Source: an optimization exercise on an open RTL-to-GDS flow (aim: small area, a short achievable clock period and few clock cycles per item). Production flows keep margins and buffers that such runs may drop.
Where RTL was checked, it was by simulation tests only, not by an equivalence proof against the original.
Function not checked in run 4: the RTL went through the layout flow alone.

--- flow/config.mk ---
export PLATFORM = sky130hd
export DESIGN_NAME = enigma_top
export DESIGN_NICKNAME = enigma_top
export VERILOG_FILES = /design/flow/design.v
export SDC_FILE = /design/flow/constraint.sdc
export NUM_CORES = 4
export LEC_CHECK = 0
export CAP_MARGIN = 20
export CORE_MARGIN = 2
export CORE_UTILIZATION = 40
export PLACE_DENSITY = 0.7
export SLEW_MARGIN = 20
--- flow/constraint.sdc ---
create_clock -name core_clock -period 21.0 [get_ports {clk}]
set_input_delay 4.2000 -clock core_clock [delete_from_list [all_inputs] [get_ports {clk}]]
set_output_delay 4.2000 -clock core_clock [all_outputs]
set_load 0.01 [all_outputs]
--- flow/design.v ---
module enigma_top (
  input  logic         clk,
  input  logic         reset_n,
  input  logic         set,
  input  logic         en,
  input  logic         valid,
  input  logic         dec,
  input  logic [7:0]   din,
  input  logic [31:0]  first_offset,
  input  logic [31:0]  second_offset,
  input  logic [31:0]  third_offset,
  input  logic [31:0]  first_delay,
  input  logic [31:0]  second_delay,
  input  logic [31:0]  third_delay,
  input  logic [207:0] first_idx_in,
  input  logic [207:0] second_idx_in,
  input  logic [207:0] third_idx_in,
  input  logic [207:0] reflector_idx_in,
  output logic [7:0]   dout,
  output logic         done
);
  typedef logic [129:0] tbl_t;
  function automatic logic [9:0] fold26(input logic [31:0] v);
    logic [7:0] pa, pb;
    logic [8:0] t;
    pa = 8'(v[6:1]) + 8'(v[18:13]) + 8'(v[30:25]);
    pb = 8'(v[12:7]) + 8'(v[24:19]) + 8'(v[31]);
    t = 9'(pa) + 9'd130 - 9'(pb);
    fold26 = {t, v[0]};
  endfunction
  function automatic logic [4:0] red26(input logic [9:0] f);
    logic [6:0] u;
    logic [3:0] r;
    u = 7'd13 + 7'(f[6:1]) - 7'(f[9:7]);
    r = 4'(u % 7'd13);
    red26 = {r, f[0]};
  endfunction
  function automatic logic [4:0] turn(input logic [4:0] a, input logic [4:0] b);
    logic [4:0] d;
    d = (a >= b) ? 5'(a - b) : 5'(a + 5'd26 - b);
    turn = (d > 5'd13) ? 5'(d - 5'd26) : d;
  endfunction
  function automatic logic [4:0] inc_r(input logic [4:0] a);   
    inc_r = (a == 5'd26) ? 5'd1 : 5'(a + 5'd1);
  endfunction
  function automatic logic [4:0] dec_r(input logic [4:0] a);   
    dec_r = (a == 5'd1) ? 5'd26 : 5'(a - 5'd1);
  endfunction
  function automatic logic [25:0] dcd(input logic [4:0] a);
    logic [25:0] h;
    for (int j = 0; j < 26; j++) h[j] = (a == 5'(j)) || (j == 0 && a == 5'd26);
    dcd = h;
  endfunction
  function automatic logic [4:0] sel(input tbl_t t, input logic [25:0] h);
    logic [4:0] r;
    r = '0;
    for (int j = 0; j < 26; j++) r = r | (t[5*j +: 5] & {5{h[j]}});
    sel = r;
  endfunction
  function automatic logic [25:0] hrot(input logic [25:0] h, input logic up);
    hrot = up ? {h[0], h[25:1]} : {h[24:0], h[25]};
  endfunction
  function automatic logic [4:0] srch(input tbl_t t, input logic [4:0] v);
    logic [4:0] r;
    r = '0;
    for (int j = 0; j < 26; j++)
      if (t[5*j +: 5] == v) r = r | ((j == 0) ? 5'd26 : 5'(j));
    srch = r;
  endfunction
  function automatic logic [25:0] mtch(input tbl_t t, input logic [4:0] v);
    logic [25:0] m;
    for (int j = 0; j < 26; j++) m[j] = (t[5*j +: 5] == v);
    mtch = m;
  endfunction
  function automatic logic [4:0] enc(input logic [25:0] m);
    logic [4:0] r;
    r = '0;
    for (int j = 0; j < 26; j++) r = r | ({5{m[j]}} & ((j == 0) ? 5'd26 : 5'(j)));
    enc = r;
  endfunction
  function automatic tbl_t rot(input tbl_t t, input logic up);
    tbl_t r;
    for (int i = 0; i < 26; i++)
      r[5*i +: 5] = up ? t[5*((i + 1) % 26) +: 5] : t[5*((i + 25) % 26) +: 5];
    rot = r;
  endfunction
  function automatic tbl_t rot_r(input tbl_t t, input logic up);
    tbl_t r;
    for (int i = 0; i < 26; i++)
      r[5*i +: 5] = up ? dec_r(t[5*((i + 1) % 26) +: 5]) : inc_r(t[5*((i + 25) % 26) +: 5]);
    rot_r = r;
  endfunction
  function automatic tbl_t load(input logic [207:0] v);
    tbl_t r;
    for (int i = 0; i < 26; i++) r[5*i +: 5] = v[8*((i + 25) % 26) +: 5];
    load = r;
  endfunction
  logic        busy_q, wait_q, done_q, init1_q, init2_q;
  logic [25:0] res_q;                     
  logic        nl_q;                      
  logic [7:0]  dnl_q;
  logic [7:0]  din_q;
  logic        letter_q, dec_q;
  logic [4:0]  mid_q;                     
  logic [9:0]  f1_q, f2_q, f3_q;           
  logic [4:0]  pend_q [4];                 
  logic [31:0] n1_q, n2_q, n3_q;           
  logic [31:0] d1_q, d2_q, d3_q;           
  tbl_t        s1_q, s2_q, s3_q, sr_q;
  logic z1, z2, z3;    
  logic t1, t2, t3;    
  assign z1 = (n1_q == 32'd1);
  assign z2 = (n2_q == 32'd1);
  assign z3 = (n3_q == 32'd1);
  assign t1 = (n1_q == d1_q);
  assign t2 = (n2_q == d2_q);
  assign t3 = (n3_q == d3_q);
  logic aligned;
  assign aligned = !init1_q && !init2_q && (pend_q[0] == '0) && (pend_q[1] == '0) &&
                   (pend_q[2] == '0) && (pend_q[3] == '0);
  logic letter_in, accept, go_in, go_wait, finish, step, undo;
  assign letter_in = (din >= 8'd65) && (din <= 8'd90);
  assign accept  = !busy_q && !wait_q && valid && en;
  assign go_in   = accept && aligned;
  assign go_wait = wait_q && aligned;
  assign finish  = busy_q;
  assign undo    = accept && dec && letter_in;
  assign step    = finish && letter_q && !dec_q;
  logic [3:0] st_turn, un_turn;
  assign st_turn = {t1 && t2 && t3, t1 && t2 && !t3, t1 && !t2, t1};
  assign un_turn = {z1 && z2 && z3, z1 && z2 && !z3, z1 && !z2, z1};
  logic [4:0] v1, v2, v3, r4, m3, m2;
  logic [25:0] mh1;
  logic       u1, u2;
  assign u1 = !wait_q && dec && un_turn[0];
  assign u2 = !wait_q && dec && un_turn[1];
  logic [25:0] h1, h2;
  assign h1 = dcd(din[4:0]);
  assign v1 = sel(s1_q, wait_q ? dcd(din_q[4:0]) : u1 ? hrot(h1, 1'b1) : h1);
  assign h2 = dcd(v1);
  assign v2 = sel(s2_q, u2 ? hrot(h2, 1'b0) : h2);
  assign v3  = sel(s3_q, dcd(mid_q));
  assign r4 = sel(sr_q, dcd(v3));
  assign m3 = srch(s3_q, r4);
  assign m2 = srch(s2_q, m3);
  assign mh1 = mtch(s1_q, m2);
  logic [2:0] lvl;       
  logic [31:0] cx, cy;
  always_comb begin
    if (busy_q) lvl = {t1 && t2 && !t3, t1 && !t2, !t1};
    else        lvl = {z1 && z2 && !z3, z1 && !z2, !z1};
    cx = lvl[0] ? n1_q : lvl[1] ? n2_q : n3_q;
    begin
      logic c;
      c = 1'b1;
      for (int i = 0; i < 32; i++) begin
        cy[i] = cx[i] ^ c;
        c = c & (cx[i] ^ !busy_q);
      end
    end
  end
  logic [4:0] p1, p2, p3;
  assign p1 = f1_q[4:0];
  assign p2 = f2_q[4:0];
  assign p3 = f3_q[4:0];
  logic [4:0] pend_cur [4];
  logic [4:0] pend_base [4];
  logic [4:0] pend_d [4];
  always_comb begin
    if (init2_q) begin
      pend_cur[0] = 5'(turn(p1, 5'd0) + pend_q[0]);
      pend_cur[1] = 5'(turn(p2, p1) + pend_q[1]);
      pend_cur[2] = 5'(turn(p3, p2) + pend_q[2]);
      pend_cur[3] = 5'(turn(5'd0, p3) + pend_q[3]);
    end else begin
      for (int k = 0; k < 4; k++) pend_cur[k] = pend_q[k];
    end
    for (int k = 0; k < 4; k++)
      pend_base[k] = (init1_q || pend_cur[k] == '0) ? pend_cur[k] :
                     pend_cur[k][4] ? 5'(pend_cur[k] + 5'd1) : 5'(pend_cur[k] - 5'd1);
    for (int k = 0; k < 4; k++) pend_d[k] = pend_base[k];
    if (undo && !aligned) begin
      if (un_turn[0]) pend_d[0] = 5'(pend_base[0] - 5'd1);
      for (int k = 1; k < 4; k++)
        if (un_turn[k]) pend_d[k] = 5'(pend_base[k] + 5'd1);
    end
  end
  logic [3:0] tn, tn_up;
  always_comb begin
    for (int k = 0; k < 4; k++) begin
      tn[k] = 1'b0;
      tn_up[k] = 1'b0;
      if (!init1_q && pend_cur[k] != '0) begin
        tn[k] = 1'b1;
        tn_up[k] = !pend_cur[k][4];
      end
    end
    if (aligned && undo) begin
      tn = un_turn;
      tn_up = {un_turn[3:1], 1'b0};
    end else if (step) begin
      tn = st_turn;
      tn_up = {3'b000, st_turn[0]};
    end
  end
  always_ff @(posedge clk) begin
    if (!wait_q) begin
      din_q    <= din;
      letter_q <= letter_in;
      dec_q    <= dec;
    end
    mid_q <= v2;
    if (reset_n) begin
      busy_q <= 1'b0;
      wait_q <= 1'b0;
      done_q <= 1'b0;
      init1_q <= 1'b0;
      init2_q <= 1'b0;
      res_q <= '0;
      nl_q <= 1'b1;
      dnl_q <= '0;
      for (int k = 0; k < 4; k++) pend_q[k] <= '0;
    end else if (set) begin
      busy_q <= 1'b0;
      wait_q <= 1'b0;
      done_q <= 1'b0;
      init1_q <= 1'b1;
      init2_q <= 1'b0;
      for (int k = 0; k < 4; k++) pend_q[k] <= '0;
      f1_q <= fold26(first_offset);
      f2_q <= fold26(second_offset);
      f3_q <= fold26(third_offset);
      n1_q <= 32'd1;  n2_q <= 32'd1;  n3_q <= 32'd1;
      d1_q <= {first_delay[31:1],  first_delay[0]  | (first_delay  == 32'd0)};
      d2_q <= {second_delay[31:1], second_delay[0] | (second_delay == 32'd0)};
      d3_q <= {third_delay[31:1],  third_delay[0]  | (third_delay  == 32'd0)};
      s1_q <= load(first_idx_in);
      s2_q <= load(second_idx_in);
      s3_q <= load(third_idx_in);
      sr_q <= load(reflector_idx_in);
    end else begin
      busy_q <= go_in || go_wait;
      wait_q <= (wait_q && !aligned) || (accept && !aligned);
      done_q <= finish;
      init1_q <= 1'b0;
      init2_q <= init1_q;
      if (init1_q) begin
        f1_q[4:0] <= red26(f1_q);
        f2_q[4:0] <= red26(f2_q);
        f3_q[4:0] <= red26(f3_q);
      end
      for (int k = 0; k < 4; k++) pend_q[k] <= pend_d[k];
      if (finish) begin
        res_q <= mh1;
        nl_q  <= !letter_q;
        dnl_q <= din_q;
      end
      if (tn[0]) s1_q <= rot(s1_q, tn_up[0]);
      if (tn[1]) s2_q <= rot(s2_q, tn_up[1]);
      if (tn[2]) s3_q <= rot(s3_q, tn_up[2]);
      if (tn[3]) sr_q <= rot_r(sr_q, tn_up[3]);
      if (undo || step) begin
        n1_q <= lvl[0] ? cy : (busy_q ? 32'd1 : d1_q);
        if (!lvl[0]) n2_q <= lvl[1] ? cy : (busy_q ? 32'd1 : d2_q);
        if (!lvl[0] && !lvl[1]) n3_q <= lvl[2] ? cy : (busy_q ? 32'd1 : d3_q);
      end
    end
  end
  assign dout = nl_q ? dnl_q : {3'b010, enc(res_q)};
  assign done = done_q;
endmodule
--- flow/flow/run.sh ---
#!/bin/bash
# Standard layout, with plain buf_1 cells as the port buffers and a setup
# margin that makes repair_timing work on the paths that set the period.
set -euo pipefail
bash standard.sh \
  "BUFFER_PORTS_ARGS=-buffer_cell sky130_fd_sc_hd__buf_1" \
  SETUP_SLACK_MARGIN=14 \
  finish > standard_flow.log 2>&1
--- flow/standard.sh ---
#!/bin/bash
# synth_recipe.tcl (not shown) runs the flow's synth.tcl, then flattens the netlist and writes it again
# the make line also repeats each setting of config.mk as NAME=value (left out here)
make -C /OpenROAD-flow-scripts/flow DESIGN_CONFIG=/design/flow/config.mk WORK_HOME=/design/flow/orfs CLKGATE_MAP_FILE= SYNTH_SCRIPT=/design/flow/synth_recipe.tcl "${@:-finish}"
==> flow_metrics.tcl, run 1 <==
set metrics [dict create \
    insertion_delay_ps 730 \
    grt_pass1_vias 54577 \
    port_buffers 734 \
    clock.fmax_mhz 135.1 \
    drive_gt1_frac 0.09699 \
    grt_pass1_wl_um 363100 \
    timing.hold.ws_ps 456.9 \
    met1_length_um 105500 \
    ctsHtreeMaxLevel 3 \
    postLayoutCellArea_um2 73740 \
    ctsLongestPathBuffers 3 \
    ys_types 104 \
    synth-edff-count 752 \
    place_hpwl_um 189300 \
    die_h_um 399.9 \
    critical_path_class "in2reg" \
    route.detailed.drc 0 \
    wl_per_cell_um 27.41 \
    place_congestion 1.006 \
    die_area_um2 159900 \
    syn_area_um2 62700 \
    met3_length_um 24080 \
    placedCellCount 9122 \
    drtPass1Iterations 6 \
    grt_max_degree 240 \
    cts_tree "built" \
    relSlewSlack 0.2401 \
    cap_violations 0 \
    run_status "complete, no violations" \
    final.period_utilization 0.3525 \
    antenna_left 0 \
    die_x_um 399.9 \
    synth_area_leaders "edfxtp_1 (36%), mux2i_1 (7.7%), o21ai_0 (5.7%)" \
    final_cells 9445 \
    final_nets 8667 \
    cts_buffers 96 \
    coreArea_um2 156000 \
    cpPeakStageDelay_ps 380 \
    rsz0062_at_grt "true" \
    ios 1047 \
    setup_viol 0 \
    cts_hold_buf 0 \
    yosys.area.top_type_share 0.3601 \
    worst-path-max-fanout 11 \
    arrival_ps 7970 \
    vias 58759 \
    fin_worst_skew_ps 34.31 \
    path_cells "buf_4 -> nor2_1 -> and2_1 -> a22oi_1 -> o22ai_2 -> a22oi_2 -> nand4_1 -> a2111oi_4 -> nand4_1 -> buf_6 -> and3b_2 -> a21oi_4 -> nor2_4 -> a22o_1 -> a221oi_2 -> nand4_1 -> and4b_1 -> nand3_2" \
    drtIter0Drc 7965 \
    area_delta_synth_final_pct 17.60 \
    yosysMostFrequentCell "edfxtp_1" \
    clkTransAtPathRegs_ps 60 \
    synth_seq_cells 817 \
    synth_commonest_cells "edfxtp_1 (752), nand2_1 (717), o21ai_0 (716)" \
    hold_path.class "reg2reg" \
    ys_seq_area_frac 0.3809 \
    start_util 0.4019 \
    slew_viol_final 0 \
    yosysWarnings 5 \
    crit_top_cell "nand4_1" \
    num_rows 145 \
    critPathSlowestCell "and4b_1" \
    cp.required_ps 21570 \
    end_kind "register" \
    worstMarginPinSlew_ps 1137 \
    cts_sinks 817 \
    track_usage 0.3048 \
    synth_fp_nets 8044 \
    clockRootBuffer "clkbuf_16" \
    syn_inst 6686 \
    postSynth.asyncResetShare 0 \
    wl_met2_um 115700 \
    startpoint_type "input port" \
    dr.max_layer_used "met5" \
    finalCriticalPeriod_ps 7402 \
    hold_violations 0 \
    grt-ovfl-total 0 \
    synth-main-ff-cell "edfxtp_1" \
    syn_area_per_cell_um2 9.378 \
    placed_cell_area_um2 67010 \
    via_per_inst 6.221 \
    antenna_found_initial 19 \
    tns_ps 0 \
    routed_wl_um 258900 \
    yosysTopAreaCell "edfxtp_1" \
]
-- placed cells by master (no fill, tap or decap), types with 56 or more instances in the layout --
cell type	instances
edfxtp_1	752
buf_1	726
nand2_1	710
o21ai_0	703
mux2i_1	476
xnor2_1	383
inv_1	309
xor2_1	252
nor2_1	248
ha_1	246
a21oi_1	223
nand3_1	223
nand4_1	154
nor3_1	136
buf_4	135
clkbuf_16	114
a22oi_1	100
nor4_1	84
a22o_1	72
nand2b_1	71
fa_1	67
dfxtp_1	60
a21o_1	59
a31oi_1	56
-- cell families after synthesis --
family	Yosys count	share of synthesized area
flops	817	0.3809
fa+ha+maj	323	0.07283
buf+inv	747	0.05088
compound gates	1644	0.1645
mux	514	0.08295
xor+xnor	644	0.09007
simple gates	1997	0.1578
-- through the flow --
| step | worst slack, ps | util |
|---|---|---|
| after global placement | 10920 | 0.4295 |
| after floorplan | 12460 | - |
| after global routing | 13540 | 0.4725 |
| after CTS | 13750 | 0.4625 |
| final | 13600 | 0.4726 |
| after detailed placement | 10840 | 0.4295 |
-- path summary, 6_finish.rpt --
kind / startpoint / slack [ps] / cells past startpoint / to
max: din[2] / 13600 / 18 / mid_q[3]$_DFF_P_
min reg2reg: dnl_q[7]$_SDFFE_PP0P_ / 460 / 2 / dnl_q[7]$_SDFFE_PP0P_
min: dnl_q[7]$_SDFFE_PP0P_ / 460 / 2 / dnl_q[7]$_SDFFE_PP0P_
max reg2reg: mid_q[2]$_DFF_P_ / 13750 / 28 / res_q[24]$_SDFFE_PP0P_
-- registers in the layout, summed over array words and instances (netlist names), 5 cells and up --
| name | cells |
|---|---|
| d2_q | 32 |
| res_q | 26 |
| d3_q | 32 |
| din_q | 8 |
| s3_q | 130 |
| f3_q | 10 |
| f1_q | 10 |
| mid_q | 5 |
| s1_q | 130 |
| dnl_q | 8 |
| sr_q | 130 |
| n3_q | 32 |
| f2_q | 10 |
| s2_q | 130 |
| n1_q | 32 |
| d1_q | 32 |
| pend_q | 20 |
| n2_q | 32 |
-- repair_timing --
action	in CTS	in global routing
endpoints found under the setup margin	901	856
resized for setup	293	155
endpoints found under the hold margin	0	0
pin swaps	76	82
setup buffers	63	57
gates cloned	10	17
-- area by class of cell --
cell class                 count  area, um^2
tap                         2058        2575
clock buffer                 115        2571
fill                       14647       82290
sequential                   817       23890
clock inverter                56       486.7
antenna                        5       12.51
timing repair buffer         948        5334
inverter                     315        1186
multi-input combinational   5131       37680
-- routing by layer --
metal | vias to the layer above | track usage
li1 | 25898 | -
met1 | 28680 | 0.4202
met2 | 3588 | 0.4771
met3 | 589 | 0.03945
met4 | 4 | 0.1368
met5 | - | 0
-- critical path: cells and delay by family --
family / cells / cell delay [ps]
buffers and inverters: 2 / 390
AND/OR/NAND/NOR: 9 / 1750
AO/OA/AOI/OAI: 7 / 1610
Testbench counts, summed over its fixed seeds: cycles 72,203, chars 31,512.
==> inputs of run 2 (changes only) <==
--- a/flow/config.mk
+++ b/flow/config.mk
@@ -9,4 +9,3 @@
 export CORE_MARGIN = 2
 export CORE_UTILIZATION = 40
-export PLACE_DENSITY = 0.7
 export SLEW_MARGIN = 20
==> flow_metrics.tcl, run 2 <==
set metrics [dict create \
    clockRootBuffer "clkbuf_16" \
    die_area_um2 159900 \
    antenna_left 0 \
    syn_area_um2 62700 \
    startpoint_type "input port" \
    synth_seq_cells 817 \
    cp.required_ps 21590 \
    vias 57665 \
    relSlewSlack 0.3091 \
    drtPass1Iterations 8 \
    hold_path.class "reg2reg" \
    clock.fmax_mhz 136.1 \
    tns_ps 0 \
    die_x_um 399.9 \
    track_usage 0.3065 \
    final_nets 8666 \
    synth-main-ff-cell "edfxtp_1" \
    coreArea_um2 156000 \
    hold_depth 2 \
    multi_input_area_um2 37470 \
    yosysMostFrequentCell "edfxtp_1" \
    synth-edff-count 752 \
    postSynth.asyncResetShare 0 \
    drtIter0Drc 7058 \
    grt-ovfl-total 0 \
    ctsLongestPathBuffers 3 \
    yosys.area.top_type_share 0.3601 \
    area_delta_synth_final_pct 17.42 \
    synth_area_leaders "edfxtp_1 (36%), mux2i_1 (7.7%), o21ai_0 (5.7%)" \
    seq_area_um2 23890 \
    hp-start "dnl_q[7]$_SDFFE_PP0P_" \
    grt_pass1_vias 54388 \
    final.period_utilization 0.3499 \
    num_rows 145 \
    arrival_ps 7940 \
    synth_fp_nets 8044 \
    r2r_slack_ps 13690 \
    end_kind "register" \
    port_buffers 734 \
    rsz0062_at_grt "true" \
    finalCriticalPeriod_ps 7348 \
    fill_cells 14970 \
    mostFrequentLayoutCells "edfxtp_1 (752), buf_1 (726), nand2_1 (712), o21ai_0 (703), mux2i_1 (476)" \
    via_per_inst 6.098 \
    place_congestion 1.007 \
    start_util 0.4019 \
    cts_buffers 97 \
    layout_commonest_cell "edfxtp_1" \
    syn_inst 6686 \
    ios 1047 \
    route.detailed.drc 0 \
    wl_per_cell_um 27.11 \
    worst-path-max-fanout 6 \
    synth_commonest_cells "edfxtp_1 (752), nand2_1 (717), o21ai_0 (716)" \
    clkTransAtPathRegs_ps 60 \
    reg2reg_from "mid_q[1]$_DFF_P_" \
    yosysWarnings 5 \
    worstMarginPinSlew_ps 1036 \
    antenna_found_initial 28 \
    run_status "complete, no violations" \
    min_to "dnl_q[7]$_SDFFE_PP0P_" \
    die_h_um 399.9 \
    grt_max_degree 224 \
    setup_viol 0 \
    ff2ff_path_depth 29 \
    cap_violations 0 \
    cts_tree "built" \
    place_hpwl_um 186900 \
    fin_util 0.4719 \
    ys_seq_area_frac 0.3809 \
    hold_violations 0 \
    yosysTopAreaCell "edfxtp_1" \
    drive_gt1_frac 0.09479 \
    grt_pass1_wl_um 364600 \
    insertion_delay_ps 740 \
    fin_worst_skew_ps 32.19 \
    slew_viol_final 0 \
    routed_wl_um 256400 \
    ys_types 104 \
    cts_sinks 817 \
    syn_area_per_cell_um2 9.378 \
    r2r_end "res_q[24]$_SDFFE_PP0P_" \
    ctsHtreeMaxLevel 3 \
    critical_path_class "in2reg" \
    cts_hold_buf 0 \
]
==> run 2: cell counts after synthesis <==
No cell type changed its count.
==> run 2: cells by family after synthesis <==
family / after synthesis / share of synthesized area
compound gates: 1644 / 0.1645
fa+ha+maj: 323 / 0.07283
simple gates: 1997 / 0.1578
mux: 514 / 0.08295
xor+xnor: 644 / 0.09007
flops: 817 / 0.3809
buf+inv: 747 / 0.05088
==> run 2: what timing repair did <==
action | in CTS | in global routing
hold endpoints to repair | 0 | 0
pin swaps | 81 | 50
cloned | 16 | 9
buffers inserted | 80 | 36
setup endpoints to repair | 1016 | 772
resized for setup | 315 | 97
==> run 2: cell type report <==
type | count | area share
clock buffer | 125 | 0.03579
sequential | 817 | 0.3245
clock inverter | 51 | 0.007783
tap | 2058 | 0.03497
antenna | 14 | 0.0004758
timing repair buffer | 945 | 0.07153
multi-input combinational | 5132 | 0.5089
inverter | 315 | 0.01611
==> run 2: through the flow <==
| stage | hold slack, ps | instance area [um^2] | std cells | setup WS (ps) |
|---|---|---|---|---|
| 6_report | 451.1 | 73620 | 9457 | 13650 |
| 5_1_grt | 484.2 | 73590 | 9443 | 13550 |
| 4_1_cts | 453.0 | 72670 | 9398 | 13830 |
| 3_5_place_dp | 444.7 | 67020 | 9126 | 11520 |
| 3_3_place_gp | 442.1 | 67020 | 9126 | 11560 |
| 2_1_floorplan | 431.2 | 63040 | 6686 | 12460 |
==> run 2: worst max-delay path by stage <==
stage                     startpoint                endpoint  slack, ps  cells past startpoint
finish                           dec        mid_q[3]$_DFF_P_      13650                     20
global route                     dec        mid_q[3]$_DFF_P_      13550                     20
CTS                 mid_q[4]$_DFF_P_  res_q[24]$_SDFFE_PP0P_      13830                     28
detailed placement            din[2]      s2_q[38]$_DFFE_PP_      11520                     13
global placement              din[2]      s2_q[36]$_DFFE_PP_      11560                     13
floorplan                     din[1]       sr_q[0]$_DFFE_PP_      12460                      7
==> run 2: critical path: stages <==
cell and delay, ps:
buf_12 90, nand2_8 50, and3_1 190, a21oi_2 150
or2_4 230, o22ai_4 110, buf_4 190, a22oi_2 200
nand4_1 200, a2111oi_2 330, nand4_1 150, buf_6 170
and3b_1 200, a21oi_4 230, nor2_4 80, a22o_1 220
a221oi_2 170, nand4_1 280, and4b_1 370, nand3_2 100
==> run 2: per-layer routing <==
metal / up-vias / global-route usage / part of all wire / routed length (um)
met5: - / 0 / 0.00036 / 92
met4: 14 / 0.1330 / 0.051 / 13040
met3: 529 / 0.04851 / 0.088 / 22650
met2: 2983 / 0.4798 / 0.45 / 114800
met1: 28224 / 0.4187 / 0.41 / 105900
li1: 25915 / - / - / -
==> inputs of run 3 (changes only) <==
--- a/flow/flow/run.sh
+++ b/flow/flow/run.sh
@@ -5,4 +5,4 @@
 bash standard.sh \
   "BUFFER_PORTS_ARGS=-buffer_cell sky130_fd_sc_hd__buf_1" \
-  SETUP_SLACK_MARGIN=14 \
+  SETUP_SLACK_MARGIN=13.5 \
   finish > standard_flow.log 2>&1
==> flow_metrics.tcl, run 3 <==
set metrics [dict create \
    run_status "complete, no violations" \
    synth_seq_cells 817 \
    mostFrequentLayoutCells "edfxtp_1 (752), buf_1 (726), o21ai_0 (715), nand2_1 (710), mux2i_1 (478)" \
    vias 57439 \
    synth_fp_nets 8044 \
    crit_start "din[1]" \
    cts_tree "built" \
    layout_commonest_cell "edfxtp_1" \
    cts_sinks 817 \
    grt_max_degree 238 \
    worst-path-max-fanout 9 \
    clkTransAtPathRegs_ps 60 \
    min_to "dnl_q[5]$_SDFFE_PP0P_" \
    ctsLongestPathBuffers 3 \
    tns_ps 0 \
    antenna_left 0 \
    yosysMostFrequentCell "edfxtp_1" \
    route.detailed.drc 0 \
    die_h_um 399.9 \
    via_per_inst 6.114 \
    worstMarginPinSlew_ps 1061 \
    critical_path_class "in2reg" \
    antenna_found_initial 21 \
    wl_per_cell_um 26.87 \
    routed_wl_um 252400 \
    coreArea_um2 156000 \
    synth_area_leaders "edfxtp_1 (36%), mux2i_1 (7.7%), o21ai_0 (5.7%)" \
    ctsHtreeMaxLevel 3 \
    yosysWarnings 5 \
    yosys.area.top_type_share 0.3601 \
    cp.required_ps 21650 \
    port_buffers 734 \
    use_met3 0.04746 \
    place_hpwl_um 188200 \
    end_kind "register" \
    cap_violations 0 \
    die_area_um2 159900 \
    rsz0062_at_grt "true" \
    postSynth.asyncResetShare 0 \
    hold_path.class "reg2reg" \
    cts_hold_buf 0 \
    clock.fmax_mhz 131.2 \
    track_usage 0.3013 \
    final_cells 9394 \
    syn_inst 6686 \
    drive_gt1_frac 0.08146 \
    finalCriticalPeriod_ps 7621 \
    fin_worst_skew_ps 46.11 \
    fill_cells 14980 \
    grt-ovfl-total 0 \
    final.period_utilization 0.3629 \
    start_util 0.4019 \
    area_delta_synth_final_pct 15.61 \
    num_rows 145 \
    drtPass1Iterations 9 \
    placedCellCount 9131 \
    clockRootBuffer "clkbuf_16" \
    synth-edff-count 752 \
    yosysTopAreaCell "edfxtp_1" \
    grt_pass1_vias 53463 \
    final_nets 8604 \
    synth_commonest_cells "edfxtp_1 (752), nand2_1 (717), o21ai_0 (716)" \
    ff2ff_path_depth 29 \
    hold_violations 0 \
    relSlewSlack 0.2928 \
    syn_area_um2 62700 \
    r2r_end "res_q[24]$_SDFFE_PP0P_" \
    place_congestion 1.026 \
    drtIter0Drc 7035 \
    ys_types 104 \
    insertion_delay_ps 740 \
    syn_area_per_cell_um2 9.378 \
    grt_use_met2 0.4658 \
    ios 1047 \
    grt_pass1_wl_um 359100 \
    busiest_layer "met2" \
    ys_seq_area_frac 0.3809 \
    arrival_ps 8270 \
    hp-start "dnl_q[5]$_SDFFE_PP0P_" \
    synth-main-ff-cell "edfxtp_1" \
    slew_viol_final 0 \
    hold_depth 2 \
    grt_use_met1 0.4238 \
    die_x_um 399.9 \
    cts_buffers 99 \
    reg2reg_from "mid_q[0]$_DFF_P_" \
    startpoint_type "input port" \
    r2r_slack_ps 13510 \
    setup_viol 0 \
]
==> run 3: cell families after synthesis <==
group                    after synthesis  share of synthesized area
AND/OR/NAND/NOR                     1997                     0.1578
AO/OA/AOI/OAI                       1644                     0.1645
flip-flops                           817                     0.3809
buffers and inverters                747                    0.05088
XOR/XNOR                             644                    0.09007
multiplexers                         514                    0.08295
adder cells (fa/ha/maj)              323                    0.07283
==> run 3: worst max-delay path, cell delays in order <==
cell and delay (ps):
clkbuf_4 180, inv_1 100, and3_1 160, a21oi_1 160, or2_4 240, o22ai_2 190
a222oi_1 430, nand4_1 220, nor4_4 300, buf_4 200, buf_4 140, nand2b_1 120
or2_2 380, nor2_1 430, a221oi_1 170, nand4_1 270, and4b_1 260, nand3_1 80
==> run 3: area by class of cell <==
| type | count | area [um^2] | share of cell area |
|---|---|---|---|
| inverter | 315 | 1186 | 0.01636 |
| multi-input combinational | 5129 | 37130 | 0.5122 |
| tap | 2058 | 2575 | 0.03552 |
| clock buffer | 115 | 2599 | 0.03585 |
| timing repair buffer | 884 | 4370 | 0.06029 |
| sequential | 817 | 23880 | 0.3295 |
| clock inverter | 69 | 732.0 | 0.01010 |
| antenna | 7 | 17.52 | 0.0002416 |
==> run 3: worst max-delay path by stage <==
stage	end	cells after the start	slack [ps]
after floorplan	sr_q[0]$_DFFE_PP_	7	12460
after global routing	mid_q[3]$_DFF_P_	19	13330
after CTS	res_q[24]$_SDFFE_PP0P_	27	13360
final	mid_q[3]$_DFF_P_	18	13380
after detailed placement	res_q[24]$_SDFFE_PP0P_	26	10880
after global placement	res_q[24]$_SDFFE_PP0P_	26	10890
==> run 3: per-layer routing <==
metal	wire length (um)	part of all wire
met1	108300	0.43
met2	111500	0.44
met3	21370	0.085
met4	11100	0.044
met5	151	0.00060
==> run 3: timing repair <==
action,CTS,global route
buffers inserted,29,33
pin swaps,27,50
endpoints found under the hold margin,0,0
setup endpoints to repair,687,622
cloned,6,4
gates resized for setup,155,164
==> run 3: metrics by stage <==
stage	utilization	setup slack [ps]	area, um^2	hold WS, ps
floorplan	-	12460	62900	431.2
global placement	0.4290	10890	66940	441.4
detailed placement	0.4291	10880	66950	446.6
CTS	0.4573	13360	71350	455.3
global route	0.4645	13330	72480	472.8
finish	0.4646	13380	72490	452.4
==> inputs of run 4 (changes only) <==
--- a/flow/design.v
+++ b/flow/design.v
@@ -125,6 +125,6 @@
   assign go_wait = wait_q && aligned;
   assign finish  = busy_q;
-  assign undo    = accept && dec && letter_in;
-  assign step    = finish && letter_q && !dec_q;
+  assign undo    = accept && dec;
+  assign step    = finish && (letter_q != dec_q);
   logic [3:0] st_turn, un_turn;
   assign st_turn = {t1 && t2 && t3, t1 && t2 && !t3, t1 && !t2, t1};
--- a/flow/flow/run.sh
+++ b/flow/flow/run.sh
@@ -5,4 +5,4 @@
 bash standard.sh \
   "BUFFER_PORTS_ARGS=-buffer_cell sky130_fd_sc_hd__buf_1" \
-  SETUP_SLACK_MARGIN=13.5 \
+  SETUP_SLACK_MARGIN=14 \
   finish > standard_flow.log 2>&1
==> flow_metrics.tcl, run 4 <==
set metrics [dict create \
    run_status "complete, no violations" \
    fill_cells 14811 \
    synth_area_leaders "edfxtp_1 (36%), mux2i_1 (7.6%), o21ai_0 (5.4%)" \
    cap_violations 0 \
    place_hpwl_um 190400 \
    use_met3 0.05240 \
    mostFrequentLayoutCells "nand2_1 (796), edfxtp_1 (752), buf_1 (725), o21ai_0 (657), mux2i_1 (476)" \
    r2r_end "res_q[13]$_SDFFE_PP0P_" \
    via_per_inst 6.148 \
    die_h_um 400.6 \
    finalCriticalPeriod_ps 7799 \
    die_x_um 400.6 \
    port_buffers 734 \
    postLayoutCellArea_um2 73780 \
    worst-path-max-fanout 5 \
    arrival_ps 8390 \
    syn_area_per_cell_um2 9.392 \
    fin_util 0.4723 \
    grt_use_met1 0.4132 \
    final_cells 9460 \
    hold_depth 2 \
    insertion_delay_ps 770 \
    clock.fmax_mhz 128.2 \
    drtPass1Iterations 7 \
    grt_pass1_vias 54783 \
    slew_viol_final 0 \
    synth_fp_nets 8058 \
    tns_ps 0 \
    place_congestion 1.002 \
    reg2reg_from "mid_q[2]$_DFF_P_" \
    die_area_um2 160500 \
    drtIter0Drc 6693 \
    yosysWarnings 5 \
    critical_path_class "in2reg" \
    startpoint_type "input port" \
    setup_viol 0 \
    end_kind "register" \
    ff2ff_path_depth 30 \
    clockRootBuffer "clkbuf_16" \
    cts_tree "built" \
    grt-ovfl-total 0 \
    hp-start "dnl_q[7]$_SDFFE_PP0P_" \
    synth_commonest_cells "nand2_1 (803), edfxtp_1 (752), o21ai_0 (676)" \
    vias 58157 \
    placedCellCount 9153 \
    cts_hold_buf 0 \
    cp.required_ps 21590 \
    track_usage 0.3035 \
    r2r_slack_ps 13950 \
    postSynth.asyncResetShare 0 \
    yosysTopAreaCell "edfxtp_1" \
    syn_inst 6700 \
    routed_wl_um 258800 \
    start_util 0.4028 \
    antenna_found_initial 38 \
    placed_cell_area_um2 67420 \
    ys_seq_area_frac 0.3795 \
    yosysMostFrequentCell "nand2_1" \
    wl_per_cell_um 27.36 \
    yosys.area.top_type_share 0.3589 \
    ios 1047 \
    busiest_layer "met2" \
    ctsLongestPathBuffers 3 \
    area_delta_synth_final_pct 17.25 \
    rsz0062_at_grt "true" \
    final.period_utilization 0.3714 \
    final_nets 8658 \
    ctsHtreeMaxLevel 3 \
    min_to "dnl_q[7]$_SDFFE_PP0P_" \
    hold_violations 0 \
    cts_buffers 99 \
    syn_area_um2 62930 \
    worstMarginPinSlew_ps 1272 \
    num_rows 145 \
    coreArea_um2 156200 \
    grt_use_met2 0.4638 \
    route.detailed.drc 0 \
    grt_pass1_wl_um 366900 \
    grt_max_degree 244 \
    synth-main-ff-cell "edfxtp_1" \
    antenna_left 0 \
    clkTransAtPathRegs_ps 60 \
    synth_seq_cells 817 \
    fin_worst_skew_ps 70.82 \
    synth-edff-count 752 \
    hold_path.class "reg2reg" \
    cts_sinks 817 \
    ys_types 108 \
    relSlewSlack 0.1453 \
    layout_commonest_cell "nand2_1" \
    drive_gt1_frac 0.09182 \
]
==> run 4: cell types whose count changed in the layout (fill, tap and decap cells not counted), sizes merged, moves of 34 or more <==
cell / before / now
xnor2: 388 / 282
nand2: 721 / 807
a21oi: 242 / 292
xor2: 256 / 369
and3: 51 / 17
o31ai: 10 / 52
o21ai: 725 / 686
==> run 4: timing repair <==
| action | 4_1_cts | 5_1_grt |
|---|---|---|
| cloned | 7 | 16 |
| endpoints found under the setup margin | 610 | 656 |
| resized for setup | 170 | 167 |
| buffers inserted | 38 | 43 |
| pin swaps | 38 | 54 |
==> run 4: kinds of logic after synthesis <==
group | synth area share
and+or+nand+nor | 0.1502
buffers and inverters | 0.05019
adders and majority gates | 0.07257
AOI/OAI and AO/OA | 0.1739
DFF | 0.3795
xor gates and xnor gates | 0.09061
muxes | 0.08303
==> run 4: critical path, cell delays in order <==
cell       delay, ps
buf_12            70
inv_2             20
or3_4            390
a21oi_4          170
or2_4            180
o22ai_4          120
a222oi_1         500
nand4_1          380
a2111oi_4        370
nand3_2          130
a211oi_4         210
buf_12           180
nor2_1           110
and2_2           260
a222oi_1         280
nand4_1          260
a2111oi_4        390
nand3_2          140
==> run 4: cell type report <==
class | count | area, um^2 | area share
tap | 2058 | 2575 | 0.03490
clock buffer | 121 | 2580 | 0.03497
multi-input combinational | 5153 | 37520 | 0.5085
sequential | 817 | 23890 | 0.3238
inverter | 310 | 1166 | 0.01581
timing repair buffer | 919 | 5162 | 0.06997
clock inverter | 64 | 845.8 | 0.01146
antenna | 18 | 45.04 | 0.0006105
==> run 4: per-layer routing <==
metal,wire [um],share of wire
met2,113400,0.44
met4,14520,0.056
met5,127,0.00049
met1,106400,0.41
met3,24430,0.094
==> run 4: stage by stage <==
stage | hold WS [ps] | worst slack (ps)
4_1_cts | 453.2 | 13200
3_3_place_gp | 440.3 | 11290
2_1_floorplan | 425.8 | 13360
6_report | 452.8 | 13200
5_1_grt | 468.1 | 13140
3_5_place_dp | 444.5 | 11340
==> run 4: worst max path at each step <==
stage / start / end / slack [ps] / cells after the start
after floorplan: en / s2_q[0]$_DFFE_PP_ / 13360 / 8
after global placement: dec / mid_q[0]$_DFF_P_ / 11290 / 17
after detailed placement: dec / mid_q[0]$_DFF_P_ / 11340 / 18
after CTS: dec / mid_q[3]$_DFF_P_ / 13200 / 19
after global routing: din[3] / mid_q[4]$_DFF_P_ / 13140 / 22
final: dec / mid_q[1]$_DFF_P_ / 13200 / 18
==> inputs of run 5 (changes only) <==
--- a/flow/design.v
+++ b/flow/design.v
@@ -137,5 +137,5 @@
   logic [25:0] h1, h2;
   assign h1 = dcd(din[4:0]);
-  assign v1 = sel(s1_q, wait_q ? dcd(din_q[4:0]) : u1 ? hrot(h1, 1'b1) : h1);
+  assign v1 = u1 ? sel(s1_q, hrot(h1, 1'b1)) : sel(s1_q, wait_q ? dcd(din_q[4:0]) : h1);
   assign h2 = dcd(v1);
   assign v2 = sel(s2_q, u2 ? hrot(h2, 1'b0) : h2);
==> flow_metrics.tcl, run 5 <==
set metrics [dict create \
    grt_pass1_vias 55500 \
    cp.required_ps 21650 \
    fin_util 0.4914 \
    worstMarginPinSlew_ps 1257 \
    clock.fmax_mhz 134.7 \
    wl_per_cell_um 28.24 \
    via_per_inst 6.137 \
    cts_tree "built" \
    r2r_slack_ps 13580 \
    end_kind "register" \
    rsz0062_at_grt "true" \
    run_status "complete, no violations" \
    cts_sinks 817 \
    synth_commonest_cells "nand2_1 (763), edfxtp_1 (752), o21ai_0 (660)" \
    syn_area_per_cell_um2 9.413 \
    ys_types 100 \
    syn_inst 6689 \
    die_x_um 400.7 \
    grt_max_degree 131 \
    clkTransAtPathRegs_ps 70 \
    die_area_um2 160600 \
    final_nets 8856 \
    clockRootBuffer "clkbuf_16" \
    use_met3 0.06448 \
    ctsLongestPathBuffers 3 \
    yosysTopAreaCell "edfxtp_1" \
    port_buffers 734 \
    setup_viol 0 \
    grt_pass1_wl_um 383900 \
    grt_use_met1 0.4496 \
    coreArea_um2 156200 \
    yosys.area.top_type_share 0.3587 \
    relSlewSlack 0.1619 \
    syn_area_um2 62960 \
    place_hpwl_um 196900 \
    fill_cells 14581 \
    route.detailed.drc 0 \
    placed_cell_area_um2 67600 \
    ctsHtreeMaxLevel 3 \
    hold_depth 2 \
    synth-edff-count 752 \
    antenna_found_initial 18 \
    r2r_end "res_q[14]$_SDFFE_PP0P_" \
    startpoint_type "register" \
    hold_path.class "reg2reg" \
    hp-start "dnl_q[6]$_SDFFE_PP0P_" \
    area_delta_synth_final_pct 21.92 \
    slew_viol_final 0 \
    grt_use_met2 0.4741 \
    antenna_left 0 \
    layout_commonest_cell "edfxtp_1" \
    num_rows 145 \
    hold_violations 0 \
    min_to "dnl_q[6]$_SDFFE_PP0P_" \
    vias 59178 \
    cpPeakStageDelay_ps 620 \
    fin_worst_skew_ps 84.73 \
    routed_wl_um 272300 \
    arrival_ps 8080 \
    ios 1047 \
    synth_seq_cells 817 \
    busiest_layer "met2" \
    drive_gt1_frac 0.1296 \
    postLayoutCellArea_um2 76760 \
    yosysMostFrequentCell "nand2_1" \
    ff2ff_path_depth 33 \
    finalCriticalPeriod_ps 7424 \
    final.period_utilization 0.3535 \
    synth_fp_nets 8047 \
    track_usage 0.3201 \
    cts_hold_buf 0 \
    yosysWarnings 5 \
    critical_path_class "reg2reg" \
    start_util 0.4031 \
    drtIter0Drc 7548 \
    cap_violations 0 \
    postSynth.asyncResetShare 0 \
    die_h_um 400.7 \
    reg2reg_from "s3_q[5]$_DFFE_PP_" \
    insertion_delay_ps 760 \
    worst-path-max-fanout 6 \
    ys_seq_area_frac 0.3793 \
    drtPass1Iterations 8 \
    synth_area_leaders "edfxtp_1 (36%), mux2i_1 (7.4%), o21ai_0 (5.2%)" \
    tns_ps 0 \
    cts_buffers 97 \
    synth-main-ff-cell "edfxtp_1" \
    mostFrequentLayoutCells "edfxtp_1 (752), nand2_1 (750), buf_1 (727), o21ai_0 (643), mux2i_1 (468)" \
    place_congestion 0.9945 \
    grt-ovfl-total 0 \
    critPathSlowestCell "or4_4" \
]
## run 5: cell count changes after synthesis, sizes merged, moves of 29 or more
cell / change
xor2: -78
xnor2: +93
mux2: +36
o221ai: -30
a221oi: +29
nand2: -42
o21a: -34
a22oi: +44
nor2: +33
## run 5: repair_timing
| item | in CTS | in global routing |
|---|---|---|
| gates resized for setup | 405 | 185 |
| endpoints found under the hold margin | 0 | 0 |
| pin swaps | 152 | 122 |
| endpoints found under the setup margin | 661 | 866 |
| buffers inserted | 147 | 89 |
| cloned | 35 | 13 |
## run 5: critical path, delay by kind of cell (launching register included)
family	cells	cell delay, ps
and+or+nand+nor	8	2150
AOI/OAI and AO/OA	9	1900
buffers and inverters	12	1800
muxes	2	690
DFF	1	530
xor gates and xnor gates	2	260
## run 5: worst max path at each step
stage | startpoint | endpoint | slack [ps] | cells past startpoint
after floorplan | en | s2_q[0]$_DFFE_PP_ | 13410 | 7
after global placement | mid_q[3]$_DFF_P_ | res_q[25]$_SDFFE_PP0P_ | 11540 | 25
after detailed placement | din[4] | mid_q[0]$_DFF_P_ | 11620 | 16
after CTS | mid_q[1]$_DFF_P_ | res_q[22]$_SDFFE_PP0P_ | 13830 | 32
after global routing | mid_q[1]$_DFF_P_ | res_q[18]$_SDFFE_PP0P_ | 13440 | 34
final | s3_q[5]$_DFFE_PP_ | res_q[14]$_SDFFE_PP0P_ | 13580 | 33
## run 5: logic make-up (layout without fill, tap and decap cells)
family / after synthesis / after routing / share of synthesized area
DFF: 817 / 817 / 0.3793
AOI/OAI and AO/OA: 1704 / 1704 / 0.1726
other: 0 / 7 / 0
adders and majority gates: 323 / 323 / 0.07254
and+or+nand+nor: 1928 / 1935 / 0.1466
buffers and inverters: 708 / 1590 / 0.04793
muxes: 543 / 543 / 0.08818
xor gates and xnor gates: 666 / 666 / 0.09277
## run 5: per-stage QoR
stage	hold slack, ps	setup WS (ps)	cells
after floorplan	417.6	13410	6689
after global placement	431.9	11540	9173
after detailed placement	444.3	11620	9173
after CTS	454.0	13830	9534
after global routing	469.5	13440	9642
final	450.8	13580	9643
## run 5: per-layer routing
layer | part of all wire | routed length [um] | vias to the layer above
met2 | 0.43 | 116900 | 3338
li1 | - | - | 26309
met3 | 0.10 | 27100 | 591
met1 | 0.42 | 115000 | 28930
met5 | 0.00020 | 54 | -
met4 | 0.049 | 13320 | 10
## run 5: final cells by class
| cell class | instances | area [um^2] | area share |
|---|---|---|---|
| well taps | 2058 | 2575 | 0.03355 |
| multi-input cells | 5171 | 38490 | 0.5015 |
| clock inverters | 58 | 748.2 | 0.009748 |
| repair buffers | 1108 | 7367 | 0.09598 |
| diodes | 7 | 17.52 | 0.0002282 |
| inverters | 303 | 1144 | 0.01490 |
| flip-flops and latches | 817 | 23890 | 0.3112 |
| clock buffers | 121 | 2527 | 0.03293 |
Testbench counts of run 5, summed over its fixed seeds: cycles 72,202, chars 31,512.
==> inputs of run 6 (changes only) <==
--- a/flow/design.v
+++ b/flow/design.v
@@ -87,6 +87,18 @@
   function automatic tbl_t rot_r(input tbl_t t, input logic up);
     tbl_t r;
-    for (int i = 0; i < 26; i++)
-      r[5*i +: 5] = up ? dec_r(t[5*((i + 1) % 26) +: 5]) : inc_r(t[5*((i + 25) % 26) +: 5]);
+    for (int i = 0; i < 26; i++) begin
+      logic [4:0] x, y, tg;
+      logic c;
+      x = up ? t[5*((i + 1) % 26) +: 5] : t[5*((i + 25) % 26) +: 5];
+      c = 1'b1;
+      for (int b = 0; b < 5; b++) begin
+        tg[b] = c;
+        c = c & (x[b] ^ up);
+      end
+      y = x ^ tg;
+      if (up && x == 5'd1) y = 5'd26;
+      if (!up && x == 5'd26) y = 5'd1;
+      r[5*i +: 5] = y;
+    end
     rot_r = r;
   endfunction
@@ -137,5 +149,5 @@
   logic [25:0] h1, h2;
   assign h1 = dcd(din[4:0]);
-  assign v1 = u1 ? sel(s1_q, hrot(h1, 1'b1)) : sel(s1_q, wait_q ? dcd(din_q[4:0]) : h1);
+  assign v1 = sel(s1_q, wait_q ? dcd(din_q[4:0]) : u1 ? hrot(h1, 1'b1) : h1);
   assign h2 = dcd(v1);
   assign v2 = sel(s2_q, u2 ? hrot(h2, 1'b0) : h2);
==> flow_metrics.tcl, run 6 <==
set metrics [dict create \
    run_status "complete, no violations" \
    coreArea_um2 151700 \
    cp.required_ps 21510 \
    hold_path.class "reg2reg" \
    area_delta_synth_final_pct 20.39 \
    placed_cell_area_um2 65530 \
    ys_types 103 \
    insertion_delay_ps 770 \
    ys_seq_area_frac 0.3912 \
    yosysTopAreaCell "edfxtp_1" \
    start_util 0.4024 \
    synth-main-ff-cell "edfxtp_1" \
    grt_max_degree 262 \
    critical_path_class "in2reg" \
    worstMarginPinSlew_ps 1150 \
    synth_fp_nets 7753 \
    dr.max_layer_used "met5" \
    antenna_left 0 \
    syn_inst 6499 \
    muxShareOfSynthArea 0.08451 \
    synth_top_family_by_area "simple AND/OR/NAND/NOR gates" \
    die_h_um 394.7 \
    place_congestion 1.003 \
    cpPeakStageDelay_ps 470 \
    place_hpwl_um 184000 \
    timing.hold.ws_ps 452.9 \
    yosysWarnings 5 \
    startpoint_type "input port" \
    yosysMostFrequentCell "nand2_1" \
    cts_buffers 99 \
    wl_met2_um 108600 \
    r2r_slack_ps 13780 \
    met1_length_um 108400 \
    vias 57102 \
    ctsLongestPathBuffers 3 \
    grt_pass1_wl_um 364600 \
    clockRootBuffer "clkbuf_16" \
    worst-path-max-fanout 6 \
    end_kind "register" \
    relSlewSlack 0.2302 \
    syn_area_per_cell_um2 9.395 \
    clock.fmax_mhz 133.8 \
    die_area_um2 155800 \
    synth_compound_area_frac 0.1589 \
    route.detailed.drc 0 \
    port_buffers 734 \
    cts_tree "built" \
    yosys.area_share.simple 0.1624 \
    crit_top_cell "nand4_1" \
    yosys.area_share.adder 0.05349 \
    grt-ovfl-total 0 \
    synth_seq_cells 817 \
    drtIter0Drc 7422 \
    layout_commonest_cell "nand2_1" \
    ios 1047 \
    postLayoutCellArea_um2 73510 \
    mostFrequentLayoutCells "nand2_1 (807), edfxtp_1 (752), buf_1 (726), o21ai_0 (593), mux2i_1 (484)" \
    arrival_ps 7980 \
    synth-xor-area-share 0.1030 \
    synth-edff-count 752 \
    slew_viol_final 0 \
    cap_violations 0 \
    antenna_found_initial 54 \
    syn_area_um2 61060 \
    via_per_inst 6.138 \
    final_nets 8413 \
    final.period_utilization 0.3560 \
    die_x_um 394.7 \
    postSynth.asyncResetShare 0 \
    wl_per_cell_um 27.80 \
    routed_wl_um 258600 \
    cpLargestDelayFamily "simple AND/OR/NAND/NOR gates" \
    finalCriticalPeriod_ps 7476 \
    critPathSlowestCell "a222oi_1" \
    yosys.area.top_type_share 0.3699 \
    grt_pass1_vias 53485 \
    hold_violations 0 \
    track_usage 0.3134 \
    num_rows 143 \
    ctsHtreeMaxLevel 3 \
    setup_viol 0 \
    fin_worst_skew_ps 79.62 \
    critPathBufInv 3 \
    drive_gt1_frac 0.1081 \
    synth_area_leaders "edfxtp_1 (37%), mux2i_1 (8.0%), xnor2_1 (5.3%)" \
    met3_length_um 30520 \
    path_cells "buf_12 -> and2_4 -> buf_6 -> a22oi_2 -> buf_4 -> o22ai_2 -> a222oi_1 -> nand4_1 -> nor3_4 -> and2_4 -> nor2_1 -> nand2_2 -> nor2_2 -> a222oi_1 -> nand4_1 -> a21oi_1 -> nand4_1" \
    drtPass1Iterations 7 \
    rsz0062_at_grt "true" \
    cts_sinks 817 \
    tns_ps 0 \
    clkTransAtPathRegs_ps 70 \
    synth_commonest_cells "nand2_1 (819), edfxtp_1 (752), o21ai_0 (605)" \
]
[run 6: worst reg2reg max path, delay by kind of cell, from the launching register on]
family / cells / cell delay (ps)
DFF: 1 / 440
and+or+nand+nor: 10 / 3040
buffers and inverters: 8 / 1320
xor gates and xnor gates: 2 / 420
muxes: 2 / 750
AOI/OAI and AO/OA: 7 / 1230
[run 6: final cells by class]
| type | count | area, um^2 |
|---|---|---|
| inverters | 207 | 780.7 |
| repair buffers | 1012 | 6365 |
| clock buffers | 120 | 2606 |
| fillers | 14475 | 78220 |
| diodes | 33 | 82.58 |
| clock inverters | 62 | 764.5 |
| flip-flops and latches | 817 | 23900 |
| well taps | 2030 | 2540 |
| multi-input cells | 5022 | 36470 |
[run 6: repair_timing]
action	CTS	global route
gates cloned	34	9
endpoints found under the setup margin	641	646
pin swaps	81	58
hold buffers	0	0
buffers inserted	113	43
resized for setup	343	100
[run 6: per-stage QoR]
step,instances,utilization,setup slack (ps)
2_1_floorplan,6499,-,13600
3_3_place_gp,8889,0.4319,10510
3_5_place_dp,8889,0.4319,10430
4_1_cts,9218,0.4770,13750
5_1_grt,9285,0.4842,13360
6_report,9303,0.4845,13520
[run 6: path summary, 6_finish.rpt]
kind,startpoint,end,cells after the start
min,dnl_q[6]$_SDFFE_PP0P_,dnl_q[6]$_SDFFE_PP0P_,2
max reg2reg,mid_q[2]$_DFF_P_,res_q[24]$_SDFFE_PP0P_,29
min reg2reg,dnl_q[6]$_SDFFE_PP0P_,dnl_q[6]$_SDFFE_PP0P_,2
max,dec,mid_q[0]$_DFF_P_,17
[run 6: logic make-up (layout without fill, tap and decap cells)]
family,count (synthesis),after routing
other,0,33
DFF,817,817
xor gates and xnor gates,717,717
buffers and inverters,666,1401
muxes,511,511
adders and majority gates,219,219
AOI/OAI and AO/OA,1508,1509
and+or+nand+nor,2061,2066
[run 6: layer usage]
metal / up-vias / GRT usage
met5: - / 0
met4: 18 / 0.1200
met3: 564 / 0.07845
met2: 3524 / 0.4541
met1: 27702 / 0.4464
li1: 25294 / -
Testbench counts of run 6, summed over its fixed seeds: cycles 72,202, chars 31,512.
==> inputs of run 7 (changes only) <==
--- a/flow/design.v
+++ b/flow/design.v
@@ -137,6 +137,6 @@
   assign go_wait = wait_q && aligned;
   assign finish  = busy_q;
-  assign undo    = accept && dec;
-  assign step    = finish && (letter_q != dec_q);
+  assign undo    = accept && dec && letter_in;
+  assign step    = finish && letter_q && !dec_q;
   logic [3:0] st_turn, un_turn;
   assign st_turn = {t1 && t2 && t3, t1 && t2 && !t3, t1 && !t2, t1};
==> flow_metrics.tcl, run 7 <==
set metrics [dict create \
    placedCellCount 8872 \
    run_status "complete, no violations" \
    ys_seq_area_frac 0.3894 \
    synth-main-ff-cell "edfxtp_1" \
    ctsLongestPathBuffers 3 \
    critical_path_class "in2reg" \
    grt-ovfl-total 0 \
    num_rows 143 \
    clkTransAtPathRegs_ps 60 \
    syn_inst 6467 \
    multi_input_area_um2 37760 \
    tns_ps 0 \
    drtIter0Drc 7007 \
    insertion_delay_ps 730 \
    cts_sinks 817 \
    final.period_utilization 0.3569 \
    vias 57549 \
    ios 1047 \
    syn_area_per_cell_um2 9.485 \
    place_hpwl_um 185600 \
    clock.fmax_mhz 133.4 \
    ys_types 117 \
    synth-edff-count 752 \
    end_kind "register" \
    worstMarginPinSlew_ps 1332 \
    critPathSlowestCell "or3_4" \
    synth_seq_cells 817 \
    ctsHtreeMaxLevel 3 \
    port_buffers 734 \
    die_area_um2 156500 \
    mostFrequentLayoutCells "nand2_1 (799), edfxtp_1 (752), buf_1 (726), o21ai_0 (561), mux2i_1 (502)" \
    start_util 0.4033 \
    path_cells "buf_6 -> and2_4 -> xnor2_4 -> nand3_4 -> o22ai_4 -> a222oi_1 -> nand2_1 -> a221oi_2 -> nand4_1 -> or3_4 -> buf_12 -> or2_2 -> nand3_4 -> nor2_1 -> buf_6 -> a221oi_4 -> nand3_2 -> a221oi_4 -> nand3_1" \
    cts_buffers 98 \
    grt_pass1_wl_um 368200 \
    synth_commonest_cells "nand2_1 (809), edfxtp_1 (752), o21ai_0 (578)" \
    syn_area_um2 61340 \
    cts_tree "built" \
    critPathBufInv 3 \
    fill_cells 14238 \
    synth_area_leaders "edfxtp_1 (37%), mux2i_1 (8.3%), xor2_1 (5.4%)" \
    cpPeakStageDelay_ps 470 \
    route.detailed.drc 0 \
    yosysTopAreaCell "edfxtp_1" \
    rsz0062_at_grt "true" \
    layout_commonest_cell "nand2_1" \
    worst-path-max-fanout 6 \
    fin_worst_skew_ps 33.28 \
    die_x_um 395.6 \
    die_h_um 395.6 \
    cpLargestDelayFamily "simple AND/OR/NAND/NOR gates" \
    relSlewSlack 0.1121 \
    final_nets 8568 \
    slew_viol_final 0 \
    seq_area_um2 23900 \
    setup_viol 0 \
    final_cells 9426 \
    coreArea_um2 152100 \
    postSynth.asyncResetShare 0 \
    startpoint_type "input port" \
    cp.required_ps 21580 \
    yosysMostFrequentCell "nand2_1" \
    antenna_found_initial 14 \
    area_delta_synth_final_pct 24.33 \
    via_per_inst 6.105 \
    synth_fp_nets 7721 \
    cap_violations 0 \
    yosysWarnings 5 \
    hold_path.class "reg2reg" \
    finalCriticalPeriod_ps 7494 \
    drive_gt1_frac 0.1457 \
    yosys.area.top_type_share 0.3681 \
    grt_pass1_vias 53965 \
    cts_hold_buf 0 \
    place_congestion 0.9701 \
    clockRootBuffer "clkbuf_16" \
    grt_max_degree 232 \
    wl_per_cell_um 28.26 \
    arrival_ps 8070 \
    track_usage 0.3139 \
    hold_violations 0 \
    antenna_left 0 \
    routed_wl_um 266400 \
    drtPass1Iterations 9 \
]
run 7: cells by family after synthesis:
logic type / Yosys count / synth area share
simple gates: 2040 / 0.1623
compound gates: 1477 / 0.1570
flops: 817 / 0.3894
xor+xnor: 725 / 0.1035
buf+inv: 648 / 0.04547
mux: 541 / 0.08914
fa+ha+maj: 219 / 0.05324
run 7: through the flow:
stage | setup WS [ps] | cell area [um^2] | util | hold WS, ps
after global placement | 11240 | 65780 | 0.4325 | 440.7
after floorplan | 13110 | 61770 | - | 431.2
after global routing | 13420 | 76260 | 0.5014 | 467.5
after CTS | 13620 | 72720 | 0.4781 | 456.0
final | 13510 | 76260 | 0.5015 | 456.1
after detailed placement | 11290 | 65780 | 0.4325 | 447.1
run 7: final timing paths:
check	depth (start not counted)	to	slack, ps	start
hold / removal	2	dnl_q[7]$_SDFFE_PP0P_	460	dnl_q[7]$_SDFFE_PP0P_
hold reg to reg	2	dnl_q[7]$_SDFFE_PP0P_	460	dnl_q[7]$_SDFFE_PP0P_
setup / recovery	19	mid_q[1]$_DFF_P_	13510	dec
setup reg to reg	33	res_q[21]$_SDFFE_PP0P_	13710	mid_q[1]$_DFF_P_
run 7: worst register-to-register path, delay by kind of cell (launching register included):
family | cells | cell delay (ps)
multiplexers | 1 | 330
XOR/XNOR | 3 | 470
AO/OA/AOI/OAI | 8 | 2470
buffers and inverters | 12 | 1830
AND/OR/NAND/NOR | 9 | 1690
flip-flops | 1 | 430
run 7: per-layer routing:
layer  track usage  vias up  wire, um
met3       0.06703      669     28370
met4        0.1071       16     12100
met2        0.4820     3343    116100
met5             0        -       109
met1        0.4372    28040    109700
li1              -    25481         -
run 7: final cells by class:
cell class,instances,share of cell area
multi-input cells,5004,0.4951
flip-flops and latches,817,0.3134
repair buffers,1187,0.1076
clock buffers,132,0.03506
well taps,2030,0.03330
inverters,206,0.01020
clock inverters,48,0.005365
diodes,2,0.00006562
run 7: repair_timing:
item | 4_1_cts | 5_1_grt
resized for setup | 407 | 265
setup endpoints to repair | 920 | 837
pin swaps | 115 | 79
gates cloned | 19 | 32
endpoints found under the hold margin | 0 | 0
setup buffers | 144 | 177
Testbench counts of run 7, summed over its fixed seeds: cycles 72,203, chars 31,512.

## re-timing with driven ports
How much do the figures lean on ideal ports? The routed layouts below were timed once more, with nothing changed but the port constraints. Step 1 (the two cells are an assumption about what drives the block):
set clk [get_ports {clk}]
set_driving_cell -lib_cell sky130_fd_sc_hd__clkbuf_16 $clk
set_driving_cell -lib_cell sky130_fd_sc_hd__buf_2 [delete_from_list [all_inputs] $clk]
Step 2 moves the port delays by t, midway between the first and last clock arrival at a register: inputs arrive t later, outputs are due t later. That takes back most of the time a late clock gives input paths. Slacks: ideal / step 1 / step 2; pairs: ideal / step 1.
run | t (ns) | slack for setup (ns) | latest minus earliest clock arrival (ns) | slew at the worst register clock pin (ns)
run 1 | 0.786 | 13.598 / 13.542 / 12.756 | 0.034 / 0.034 | 0.07 / 0.07
run 2 | 0.816 | 13.652 / 13.603 / 12.788 | 0.033 / 0.033 | 0.07 / 0.07
run 3 | 0.812 | 13.379 / 13.363 / 12.550 | 0.047 / 0.047 | 0.07 / 0.07
run 4 | 0.820 | 13.201 / 13.142 / 12.322 | 0.071 / 0.072 | 0.07 / 0.07
run 5 | 0.795 | 13.576 / 13.576 / 12.996 | 0.085 / 0.085 | 0.07 / 0.07
run 6 | 0.810 | 13.524 / 13.391 / 12.581 | 0.080 / 0.080 | 0.07 / 0.07
run 7 | 0.788 | 13.506 / 13.498 / 12.711 | 0.034 / 0.033 | 0.07 / 0.07
After both steps every run listed still meets setup and hold. For run 6, which loses most, drivers alone change the setup slack by -0.133 ns; drivers and shift together by -0.943 ns.
